This design comes from an exercise in tuning for a short achievable clock period and few clock cycles on the open sky130 flow, not from production work.
In this exercise RTL edits were held to simulation tests only and were not proved equivalent to the original.
Power and IR drop assume default switching activity.

## design/flow/run.sh

```bash
#!/bin/bash
# synth_recipe.tcl (not shown) runs the flow's synth.tcl, then flattens the netlist and writes it again
# the make line also repeats each setting of config.mk as NAME=value (left out here)
make -C /OpenROAD-flow-scripts/flow DESIGN_CONFIG=/design/flow/config.mk WORK_HOME=/design/flow/orfs CLKGATE_MAP_FILE= SYNTH_SCRIPT=/design/flow/synth_recipe.tcl finish
```

## design/flow/config.mk

```make
export PLATFORM = sky130hd
export DESIGN_NAME = multi_cycle_mips
export DESIGN_NICKNAME = multi_cycle_mips
export VERILOG_FILES = /design/flow/design.v
export SDC_FILE = /design/flow/constraint.sdc
export NUM_CORES = 4
export LEC_CHECK = 0
export CAP_MARGIN = 20
export CORE_MARGIN = 2
export CORE_UTILIZATION = 40
export SLEW_MARGIN = 20
```

## design/flow/constraint.sdc

```tcl
create_clock -name core_clock -period 10.0 [get_ports {clk}]
set_input_delay 2.0000 -clock core_clock [delete_from_list [all_inputs] [get_ports {clk}]]
set_output_delay 2.0000 -clock core_clock [all_outputs]
set_load 0.01 [all_outputs]
```

## design/flow/design.v

```verilog
package mips_pkg;
  localparam logic [5:0] OP_RTYPE = 6'h00;
  localparam logic [5:0] OP_J     = 6'h02;
  localparam logic [5:0] OP_JAL   = 6'h03;
  localparam logic [5:0] OP_BEQ   = 6'h04;
  localparam logic [5:0] OP_BNE   = 6'h05;
  localparam logic [5:0] OP_ADDI  = 6'h08;
  localparam logic [5:0] OP_ADDIU = 6'h09;
  localparam logic [5:0] OP_SLTI  = 6'h0A;
  localparam logic [5:0] OP_SLTIU = 6'h0B;
  localparam logic [5:0] OP_ANDI  = 6'h0C;
  localparam logic [5:0] OP_ORI   = 6'h0D;
  localparam logic [5:0] OP_XORI  = 6'h0E;
  localparam logic [5:0] OP_LUI   = 6'h0F;
  localparam logic [5:0] OP_LW    = 6'h23;
  localparam logic [5:0] OP_SW    = 6'h2B;
  localparam logic [5:0] FN_ADD  = 6'h20;
  localparam logic [5:0] FN_ADDU = 6'h21;
  localparam logic [5:0] FN_SUB  = 6'h22;
  localparam logic [5:0] FN_SUBU = 6'h23;
  localparam logic [5:0] FN_AND  = 6'h24;
  localparam logic [5:0] FN_OR   = 6'h25;
  localparam logic [5:0] FN_XOR  = 6'h26;
  localparam logic [5:0] FN_NOR  = 6'h27;
  localparam logic [5:0] FN_SLT  = 6'h2A;
  localparam logic [5:0] FN_SLTU = 6'h2B;
  localparam logic [3:0] ALU_ADD  = 4'd0;
  localparam logic [3:0] ALU_SUB  = 4'd1;
  localparam logic [3:0] ALU_SLT  = 4'd2;
  localparam logic [3:0] ALU_SLTU = 4'd3;
  localparam logic [3:0] ALU_AND  = 4'd4;
  localparam logic [3:0] ALU_OR   = 4'd5;
  localparam logic [3:0] ALU_NOR  = 4'd6;
  localparam logic [3:0] ALU_XOR  = 4'd7;
  localparam logic [3:0] ALU_LUI  = 4'd8;
  localparam logic [2:0] FETCH  = 3'd0;
  localparam logic [2:0] DECODE = 3'd1;
  localparam logic [2:0] EXEC   = 3'd2;
  localparam logic [2:0] MEM    = 3'd3;
  localparam logic [2:0] WB     = 3'd4;
  localparam logic [2:0] HALT   = 3'd5;
  localparam logic [3:0] C_RALU = 4'd0;
  localparam logic [3:0] C_IALU = 4'd1;
  localparam logic [3:0] C_LW   = 4'd2;
  localparam logic [3:0] C_SW   = 4'd3;
  localparam logic [3:0] C_BEQ  = 4'd4;
  localparam logic [3:0] C_BNE  = 4'd5;
  localparam logic [3:0] C_J    = 4'd6;
  localparam logic [3:0] C_JAL  = 4'd7;
  localparam logic [3:0] C_ILL  = 4'd8;
endpackage
module mips_alu (
  input  logic [3:0]  op,
  input  logic [31:0] a,
  input  logic [31:0] b,
  output logic [31:0] y,
  output logic        zero
);
  always_comb begin
    y = '0;
    case (op)
      mips_pkg::ALU_ADD:  y = a + b;
      mips_pkg::ALU_SUB:  y = a - b;
      mips_pkg::ALU_SLT:  y = {31'd0, $signed(a) < $signed(b)};
      mips_pkg::ALU_SLTU: y = {31'd0, a < b};
      mips_pkg::ALU_AND:  y = a & b;
      mips_pkg::ALU_OR:   y = a | b;
      mips_pkg::ALU_NOR:  y = ~(a | b);
      mips_pkg::ALU_XOR:  y = a ^ b;
      mips_pkg::ALU_LUI:  y = {b[15:0], 16'd0};
      default:  y = '0;
    endcase
    zero = (y == 32'd0);
  end
endmodule
module multi_cycle_mips #(
  parameter logic [31:0] RESET_PC        = 32'h0000_0000,
  parameter int          MEM_AW          = 32,
  parameter bit          TRAP_ON_ILLEGAL = 1'b1
) (
  input  logic              clk,
  input  logic              reset,
  output logic              mem_req,
  output logic              mem_we,
  output logic [MEM_AW-1:0] mem_addr,
  output logic [31:0]       mem_wdata,
  input  logic              mem_ready,
  input  logic [31:0]       mem_rdata,
  output logic              halted,
  output logic              retire
);
  logic [2:0]  state;
  logic [31:0] pc, ir, a_q, b_q, alu_out, mdr;
  logic [31:0] rf [32];
  logic [3:0]  dec_cls, dec_op;
  logic        dec_zext;
  logic [31:0] sign_imm, zero_imm, alu_b, alu_y;
  logic        alu_zero;
  logic [31:0] pc_branch, pc_jump, rs_val, rt_val;
  logic [29:0] word_addr;
  logic        rf_we;
  logic [4:0]  rf_waddr;
  logic [31:0] rf_wdata;
  always_comb begin
    dec_cls  = mips_pkg::C_ILL;
    dec_op   = mips_pkg::ALU_ADD;
    dec_zext = 1'b0;
    case (ir[31:26])
      mips_pkg::OP_RTYPE: begin
        dec_cls = mips_pkg::C_RALU;
        case (ir[5:0])
          mips_pkg::FN_ADD, mips_pkg::FN_ADDU: dec_op = mips_pkg::ALU_ADD;
          mips_pkg::FN_SUB, mips_pkg::FN_SUBU: dec_op = mips_pkg::ALU_SUB;
          mips_pkg::FN_AND:  dec_op = mips_pkg::ALU_AND;
          mips_pkg::FN_OR:   dec_op = mips_pkg::ALU_OR;
          mips_pkg::FN_XOR:  dec_op = mips_pkg::ALU_XOR;
          mips_pkg::FN_NOR:  dec_op = mips_pkg::ALU_NOR;
          mips_pkg::FN_SLT:  dec_op = mips_pkg::ALU_SLT;
          mips_pkg::FN_SLTU: dec_op = mips_pkg::ALU_SLTU;
          default: dec_cls = mips_pkg::C_ILL;
        endcase
      end
      mips_pkg::OP_J:   dec_cls = mips_pkg::C_J;
      mips_pkg::OP_JAL: dec_cls = mips_pkg::C_JAL;
      mips_pkg::OP_BEQ: begin dec_cls = mips_pkg::C_BEQ; dec_op = mips_pkg::ALU_SUB; end
      mips_pkg::OP_BNE: begin dec_cls = mips_pkg::C_BNE; dec_op = mips_pkg::ALU_SUB; end
      mips_pkg::OP_ADDI, mips_pkg::OP_ADDIU: dec_cls = mips_pkg::C_IALU;
      mips_pkg::OP_SLTI:  begin dec_cls = mips_pkg::C_IALU; dec_op = mips_pkg::ALU_SLT; end
      mips_pkg::OP_SLTIU: begin dec_cls = mips_pkg::C_IALU; dec_op = mips_pkg::ALU_SLTU; end
      mips_pkg::OP_ANDI:  begin dec_cls = mips_pkg::C_IALU; dec_op = mips_pkg::ALU_AND; dec_zext = 1'b1; end
      mips_pkg::OP_ORI:   begin dec_cls = mips_pkg::C_IALU; dec_op = mips_pkg::ALU_OR;  dec_zext = 1'b1; end
      mips_pkg::OP_XORI:  begin dec_cls = mips_pkg::C_IALU; dec_op = mips_pkg::ALU_XOR; dec_zext = 1'b1; end
      mips_pkg::OP_LUI:   begin dec_cls = mips_pkg::C_IALU; dec_op = mips_pkg::ALU_LUI; dec_zext = 1'b1; end
      mips_pkg::OP_LW:    dec_cls = mips_pkg::C_LW;
      mips_pkg::OP_SW:    dec_cls = mips_pkg::C_SW;
      default:            dec_cls = mips_pkg::C_ILL;
    endcase
  end
  assign sign_imm = {{16{ir[15]}}, ir[15:0]};
  assign zero_imm = {16'd0, ir[15:0]};
  assign alu_b    = (dec_cls == mips_pkg::C_RALU || dec_cls == mips_pkg::C_BEQ || dec_cls == mips_pkg::C_BNE) ? b_q :
                    (dec_zext ? zero_imm : sign_imm);
  assign pc_branch = pc + {sign_imm[29:0], 2'b00};
  assign pc_jump   = {pc[31:28], ir[25:0], 2'b00};
  assign rs_val = (ir[25:21] == 5'd0) ? 32'd0 : rf[ir[25:21]];
  assign rt_val = (ir[20:16] == 5'd0) ? 32'd0 : rf[ir[20:16]];
  mips_alu u_alu (
    .op   (dec_op),
    .a    (a_q),
    .b    (alu_b),
    .y    (alu_y),
    .zero (alu_zero)
  );
  assign word_addr = (state == mips_pkg::MEM) ? alu_out[31:2] : pc[31:2];
  assign mem_addr  = {word_addr[MEM_AW-3:0], 2'b00};
  assign mem_req   = !reset && (state == mips_pkg::FETCH || state == mips_pkg::MEM);
  assign mem_we    = (state == mips_pkg::MEM) && (dec_cls == mips_pkg::C_SW);
  assign mem_wdata = b_q;
  always_comb begin
    rf_we    = 1'b0;
    rf_waddr = ir[20:16];
    rf_wdata = alu_out;
    if (state == mips_pkg::EXEC && dec_cls == mips_pkg::C_JAL) begin
      rf_we    = 1'b1;
      rf_waddr = 5'd31;
      rf_wdata = pc;
    end else if (state == mips_pkg::WB) begin
      rf_we = 1'b1;
      if (dec_cls == mips_pkg::C_RALU) rf_waddr = ir[15:11];
      if (dec_cls == mips_pkg::C_LW)   rf_wdata = mdr;
    end
  end
  always_ff @(posedge clk) begin
    if (rf_we && rf_waddr != 5'd0) rf[rf_waddr] <= rf_wdata;
  end
  always_ff @(posedge clk or posedge reset) begin
    if (reset) begin
      state   <= mips_pkg::FETCH;
      pc      <= RESET_PC;
      ir      <= '0;
      a_q     <= '0;
      b_q     <= '0;
      alu_out <= '0;
      mdr     <= '0;
      halted  <= 1'b0;
      retire  <= 1'b0;
    end else begin
      retire <= 1'b0;
      case (state)
        mips_pkg::FETCH: begin
          if (mem_ready) begin
            ir    <= mem_rdata;
            pc    <= pc + 32'd4;
            state <= mips_pkg::DECODE;
          end
        end
        mips_pkg::DECODE: begin
          a_q <= rs_val;
          b_q <= rt_val;
          if (dec_cls == mips_pkg::C_ILL) begin
            if (TRAP_ON_ILLEGAL) begin
              state  <= mips_pkg::HALT;
              halted <= 1'b1;
            end else begin
              retire <= 1'b1;
              state  <= mips_pkg::FETCH;
            end
          end else begin
            state <= mips_pkg::EXEC;
          end
        end
        mips_pkg::EXEC: begin
          alu_out <= alu_y;
          case (dec_cls)
            mips_pkg::C_LW, mips_pkg::C_SW: state <= mips_pkg::MEM;
            mips_pkg::C_BEQ: begin
              if (alu_zero) pc <= pc_branch;
              retire <= 1'b1;
              state  <= mips_pkg::FETCH;
            end
            mips_pkg::C_BNE: begin
              if (!alu_zero) pc <= pc_branch;
              retire <= 1'b1;
              state  <= mips_pkg::FETCH;
            end
            mips_pkg::C_J, mips_pkg::C_JAL: begin
              pc     <= pc_jump;
              retire <= 1'b1;
              state  <= mips_pkg::FETCH;
            end
            default: state <= mips_pkg::WB;
          endcase
        end
        mips_pkg::MEM: begin
          if (mem_ready) begin
            if (dec_cls == mips_pkg::C_SW) begin
              retire <= 1'b1;
              state  <= mips_pkg::FETCH;
            end else begin
              mdr   <= mem_rdata;
              state <= mips_pkg::WB;
            end
          end
        end
        mips_pkg::WB: begin
          retire <= 1'b1;
          state  <= mips_pkg::FETCH;
        end
        mips_pkg::HALT:    halted <= 1'b1;
        default: state  <= mips_pkg::HALT;
      endcase
    end
  end
endmodule
```

==> impl_metrics.prom <==
# TYPE chip_impl_metric gauge
chip_impl_metric{name="synth_sequential_area_ratio",unit="%"} 55.6
chip_impl_metric{name="async_reset_ff_share",unit="%"} 16.0
chip_impl_metric{name="portBuffers",unit=""} 100
chip_impl_metric{name="total_area_of_multi_input_combinational_cells",unit="mm^2"} 0.0274
chip_impl_info{name="cell_family_with_most_cp_delay",value="simple AND/OR/NAND/NOR gates"} 1
chip_impl_metric{name="holdWs",unit="ns"} 0.464
chip_impl_metric{name="synthesis.area",unit="mm^2"} 0.0641
chip_impl_metric{name="p_leak",unit="nW"} 20.8
chip_impl_metric{name="yosys.cell_types.count",unit=""} 90
chip_impl_metric{name="diodes_inserted",unit=""} 0
chip_impl_metric{name="critical_path.max_stage_delay",unit="ns"} 0.58
chip_impl_metric{name="detailedRoute.firstPassIterationCount",unit=""} 6
chip_impl_metric{name="crit_fanout",unit=""} 24
chip_impl_info{name="critical_path.startpoint_type",value="flop"} 1
chip_impl_metric{name="pwr_density_cell",unit="mW/mm^2"} 143
chip_impl_metric{name="holdBufCountCts",unit=""} 0
chip_impl_metric{name="worst-endpoint-required",unit="ns"} 10.66
chip_impl_metric{name="post_cts.resized_instances",unit=""} 0
chip_impl_metric{name="finalHoldViolCount",unit=""} 0
chip_impl_metric{name="die-width",unit="um"} 404
chip_impl_metric{name="cts_buffers",unit=""} 132
chip_impl_metric{name="fin_setup_tns",unit="ns"} 0
chip_impl_info{name="synth_ff_type",value="sky130_fd_sc_hd__edfxtp_1"} 1
chip_impl_info{name="clock_root_buffer_master",value="sky130_fd_sc_hd__clkbuf_16"} 1
chip_impl_metric{name="fin_crit",unit="ns"} 8.51
chip_impl_metric{name="die_h",unit="um"} 404
chip_impl_info{name="timing.setup.critical_path_class",value="flop to flop"} 1
chip_impl_info{name="run_status",value="no timing/DRC/antenna violations"} 1
chip_impl_metric{name="number_of_buffers_on_the_longest_clock_path",unit=""} 3
chip_impl_metric{name="switching_power",unit="W"} 0.00210
chip_impl_metric{name="sequentialPowerShare",unit="%"} 52.7
chip_impl_info{name="worst_setup_path_end_kind",value="flop"} 1
chip_impl_metric{name="placementRows",unit=""} 146
chip_impl_metric{name="synth-edff-count",unit=""} 1024
chip_impl_metric{name="final-setup-viol-count",unit=""} 0
chip_impl_info{name="crit_path_top_delay_cell",value="sky130_fd_sc_hd__dfrtp_1"} 1
chip_impl_metric{name="switching_share",unit="%"} 20.4
chip_impl_metric{name="wirelength",unit="um"} 224000
chip_impl_metric{name="min_period_over_period",unit="%"} 85.1
chip_impl_metric{name="die-area",unit="mm^2"} 0.163
chip_impl_metric{name="routed_wire_length_per_instance",unit="um"} 33.8
chip_impl_metric{name="cp_bufs_invs",unit=""} 3
chip_impl_metric{name="remaining_antenna_violation_count",unit=""} 0
chip_impl_metric{name="power.internal",unit="W"} 0.00822
chip_impl_metric{name="initial_antenna_violation_count",unit=""} 6
chip_impl_info{name="hold_path.class",value="flop to flop"} 1
chip_impl_metric{name="post-route-drc-count",unit=""} 0
chip_impl_metric{name="seqCellArea",unit="mm^2"} 0.0357
chip_impl_metric{name="worst-endpoint-arrival",unit="ns"} 9.17
chip_impl_metric{name="avgSynthCellArea",unit="um^2"} 14.6
chip_impl_metric{name="vdd_ir_drop_max",unit="mV"} 0.154
chip_impl_metric{name="layout.nets",unit=""} 4628
chip_impl_metric{name="synthToLayoutAreaGrowth",unit="%"} 12.8
chip_impl_metric{name="post_cts_setup_bufs",unit=""} 0
chip_impl_metric{name="cts.sink_count",unit=""} 1219
chip_impl_metric{name="fillCellCount",unit=""} 13900
chip_impl_metric{name="power.clock.fraction",unit="%"} 46.6
chip_impl_metric{name="vias_per_cell",unit=""} 6.53
chip_impl_metric{name="final.setup_skew",unit="ns"} 0.0252
chip_impl_metric{name="first_iter_violations",unit=""} 5563
chip_impl_metric{name="max-slew-margin-rel",unit="%"} 23.6
chip_impl_metric{name="dp_cells",unit=""} 6401
chip_impl_metric{name="grt_first_pass_wirelength",unit="um"} 315000
chip_impl_info{name="cts_tree",value="built"} 1
chip_impl_metric{name="max_freq",unit="GHz"} 0.118
chip_impl_metric{name="vias",unit=""} 43400
chip_impl_metric{name="clkSlewWorstSetupHoldPaths",unit="ns"} 0.06
chip_impl_metric{name="report.final.slew_viol_count",unit=""} 0
chip_impl_metric{name="dp.final_hpwl",unit="um"} 136000
chip_impl_metric{name="finalWeightedCongestion",unit=""} 0.989
chip_impl_metric{name="maximum_number_of_pins_on_one_net_before_global_route_repair",unit=""} 86
chip_impl_metric{name="grt.total_usage",unit="%"} 27.2
chip_impl_metric{name="postSynthRegisterBits",unit=""} 1219
chip_impl_info{name="grt_setup_unrepaired",value="no"} 1
chip_impl_metric{name="io_pins",unit=""} 103
chip_impl_metric{name="non_filler_instances",unit=""} 6638
chip_impl_metric{name="max_cap_viol_count",unit=""} 0
chip_impl_metric{name="synth_warnings",unit=""} 2
chip_impl_metric{name="worst_skew_pair.late_latency",unit="ns"} 0.78
chip_impl_metric{name="max_slew.worst_pin.slew",unit="ns"} 1.14
chip_impl_metric{name="global_route.overflow_total",unit=""} 0
chip_impl_metric{name="cts-htree-levels",unit=""} 4
chip_impl_metric{name="initial_core_util",unit="%"} 40.4
chip_impl_metric{name="synthCells",unit=""} 4391
chip_impl_metric{name="combPwrFrac",unit="%"} 0.7
chip_impl_metric{name="grt_pass1_vias",unit=""} 42300
chip_impl_metric{name="drive_above_1_share",unit="%"} 23.8
chip_impl_info{name="crit_chain",value="or3_1 > or2_2 > or2_2 > a31oi_4 > buf_4 > o21ai_1 > buf_4 > o21a_1 > inv_1 > ha_1 > a21oi_1 > o21ai_0 > a31oi_1 > nand3_1 > o21ai_0 > nand2_1 > a2111o_1 > o31a_1 > or4_1 > or4_1 > nor2_2 > mux2_4 > nor2_4 > mux2_4"} 1
chip_impl_metric{name="design.core.area",unit="mm^2"} 0.159
## per-layer routing
metal	vias to the layer above	GRT usage, %	share of wire [%]
met1	22700	36.9	40
li1	17900	-	-
met2	2353	42.3	46
met5	-	0	0.0076
met4	2	12.0	4.6
met3	440	5.64	9.5
## power groups by stage
| stage | sequential [W] | combinational [W] | clock (W) |
|---|---|---|---|
| after floorplan | 0.00555 | 0.0000298 | 0 |
| after global placement | 0.00555 | 0.0000669 | 0 |
| after detailed placement | 0.00555 | 0.0000668 | 0 |
| after CTS | 0.00544 | 0.0000670 | 0.00488 |
| after global routing | 0.00544 | 0.0000727 | 0.00507 |
| final | 0.00544 | 0.0000678 | 0.00481 |
## flip-flops by register name, summed over array words and instances, names as in the netlist
register / count
rf: 1024
retire: 1
alu_out: 32
ir: 32
halted: 1
a_q: 32
state: 3
b_q: 32
mdr: 32
pc: 30
## synthesized netlist by cell type (23+ instances only)
master | instances | share of area [%]
sky130_fd_sc_hd__a211oi_1 | 57 | 0.67
sky130_fd_sc_hd__a21o_1 | 23 | 0.27
sky130_fd_sc_hd__a21oi_1 | 183 | 1.4
sky130_fd_sc_hd__a221oi_1 | 58 | 0.79
sky130_fd_sc_hd__a22o_1 | 67 | 0.92
sky130_fd_sc_hd__and3_1 | 27 | 0.26
sky130_fd_sc_hd__buf_1 | 69 | 0.40
sky130_fd_sc_hd__clkbuf_1 | 239 | 1.4
sky130_fd_sc_hd__dfrtp_1 | 195 | 7.6
sky130_fd_sc_hd__edfxtp_1 | 1024 | 48
sky130_fd_sc_hd__ha_1 | 126 | 2.5
sky130_fd_sc_hd__inv_1 | 110 | 0.64
sky130_fd_sc_hd__mux2_2 | 166 | 2.9
sky130_fd_sc_hd__mux2i_1 | 215 | 3.4
sky130_fd_sc_hd__mux4_2 | 476 | 17
sky130_fd_sc_hd__nand2_1 | 236 | 1.4
sky130_fd_sc_hd__nand2b_1 | 47 | 0.46
sky130_fd_sc_hd__nand3_1 | 57 | 0.45
sky130_fd_sc_hd__nor2_1 | 214 | 1.3
sky130_fd_sc_hd__nor2b_1 | 29 | 0.28
sky130_fd_sc_hd__nor3_1 | 46 | 0.36
sky130_fd_sc_hd__o211ai_1 | 57 | 0.67
sky130_fd_sc_hd__o21a_1 | 24 | 0.28
sky130_fd_sc_hd__o21ai_0 | 213 | 1.7
sky130_fd_sc_hd__o221ai_1 | 54 | 0.74
sky130_fd_sc_hd__o22ai_1 | 51 | 0.50
sky130_fd_sc_hd__xnor2_1 | 34 | 0.46
## logic make-up (layout without fill, tap and decap cells)
| group | after synthesis | after routing | synth area share (%) |
|---|---|---|---|
| AO/OA/AOI/OAI | 934 | 934 | 9.87 |
| AND/OR/NAND/NOR | 761 | 761 | 5.57 |
| flip-flops | 1219 | 1219 | 55.6 |
| multiplexers | 861 | 861 | 23.1 |
| buffers and inverters | 440 | 582 | 2.65 |
| other | 1 | 34 | 0.00585 |
| XOR/XNOR | 46 | 46 | 0.629 |
| adder cells (fa/ha/maj) | 129 | 129 | 2.55 |
## worst paths after layout
path / depth (start not counted) / slack [ns] / start / to
max: 24 / 1.49 / ir[29] / pc[2]
min: 1 / 0.46 / halted / halted
max reg2reg: 24 / 1.49 / ir[29] / pc[2]
min reg2reg: 1 / 0.46 / halted / halted
max in group asynchronous: 3 / 6.73 / reset / ir[18]
min in group asynchronous: 2 / 1.78 / reset / pc[5]
## final cells by class
| type | count | area share, % |
|---|---|---|
| clock inverters | 44 | 0.623 |
| well taps | 2072 | 3.59 |
| clock buffers | 192 | 5.16 |
| inverters | 111 | 0.587 |
| repair buffers | 235 | 2.86 |
| multi-input cells | 2765 | 37.8 |
| flip-flops and latches | 1219 | 49.3 |
## metrics by stage
stage               power (W)  utilization, %  instance area [um^2]  setup slack (ns)
finish                 0.0103            45.5                 72300              1.49
detailed placement    0.00562            42.9                 68100              1.75
floorplan             0.00558               -                 64200              2.69
global placement      0.00562            42.9                 68100              1.90
CTS                    0.0104            45.5                 72300              1.70
global route           0.0106            45.5                 72300              1.25
## layout by cell type (no fill, tap or decap), drive strengths merged, types with 15 or more instances in the layout
cell,instances
o221ai,54
a31oi,19
o21ai,219
nor3,47
conb,34
nand2b,47
inv,119
o31ai,16
a221oi,60
nor2b,29
nor4,16
nor2,216
o211ai,58
a211oi,57
a21oi,184
buf,134
o21a,24
ha,126
clkbuf,193
a21o,23
nand2,237
and3,27
clkdlybuf4s50,100
and2,16
edfxtp,1024
nand4,20
xnor2,34
clkinv,30
mux2,169
o31a,15
mux4,476
dfrtp,195
nand3,58
mux2i,216
a22o,67
o22ai,51
Testbench counts, summed over its fixed seeds: cycles 402,144.

port drivers added, routing unchanged:
In the flow no input, the clock included, has a driving cell. The finished layout below was timed again as built, in two steps. Step 1 (the two cells are an assumption about what drives the block):
set clk [get_ports {clk}]
set_driving_cell -lib_cell sky130_fd_sc_hd__clkbuf_16 $clk
set_driving_cell -lib_cell sky130_fd_sc_hd__buf_2 [delete_from_list [all_inputs] $clk]
Step 2, shift: input delay + t, output delay - t, t = (earliest + latest rising clock arrival at the registers) / 2. This alone moves slack from input paths to output paths. Slacks: no drivers / after step 1 / after step 2; pairs: no drivers / after step 1.
shift t [ns]: 0.857
slack for setup (ns): 1.494 / 1.494 / 1.494
hold slack, ns: 0.464 / 0.464 / 0.464
slew at the worst register clock pin (ns): 0.07 / 0.07
After both steps this run still meets setup and hold. For this run, drivers alone change the setup slack by 0.000 ns; drivers and shift together by 0.000 ns.
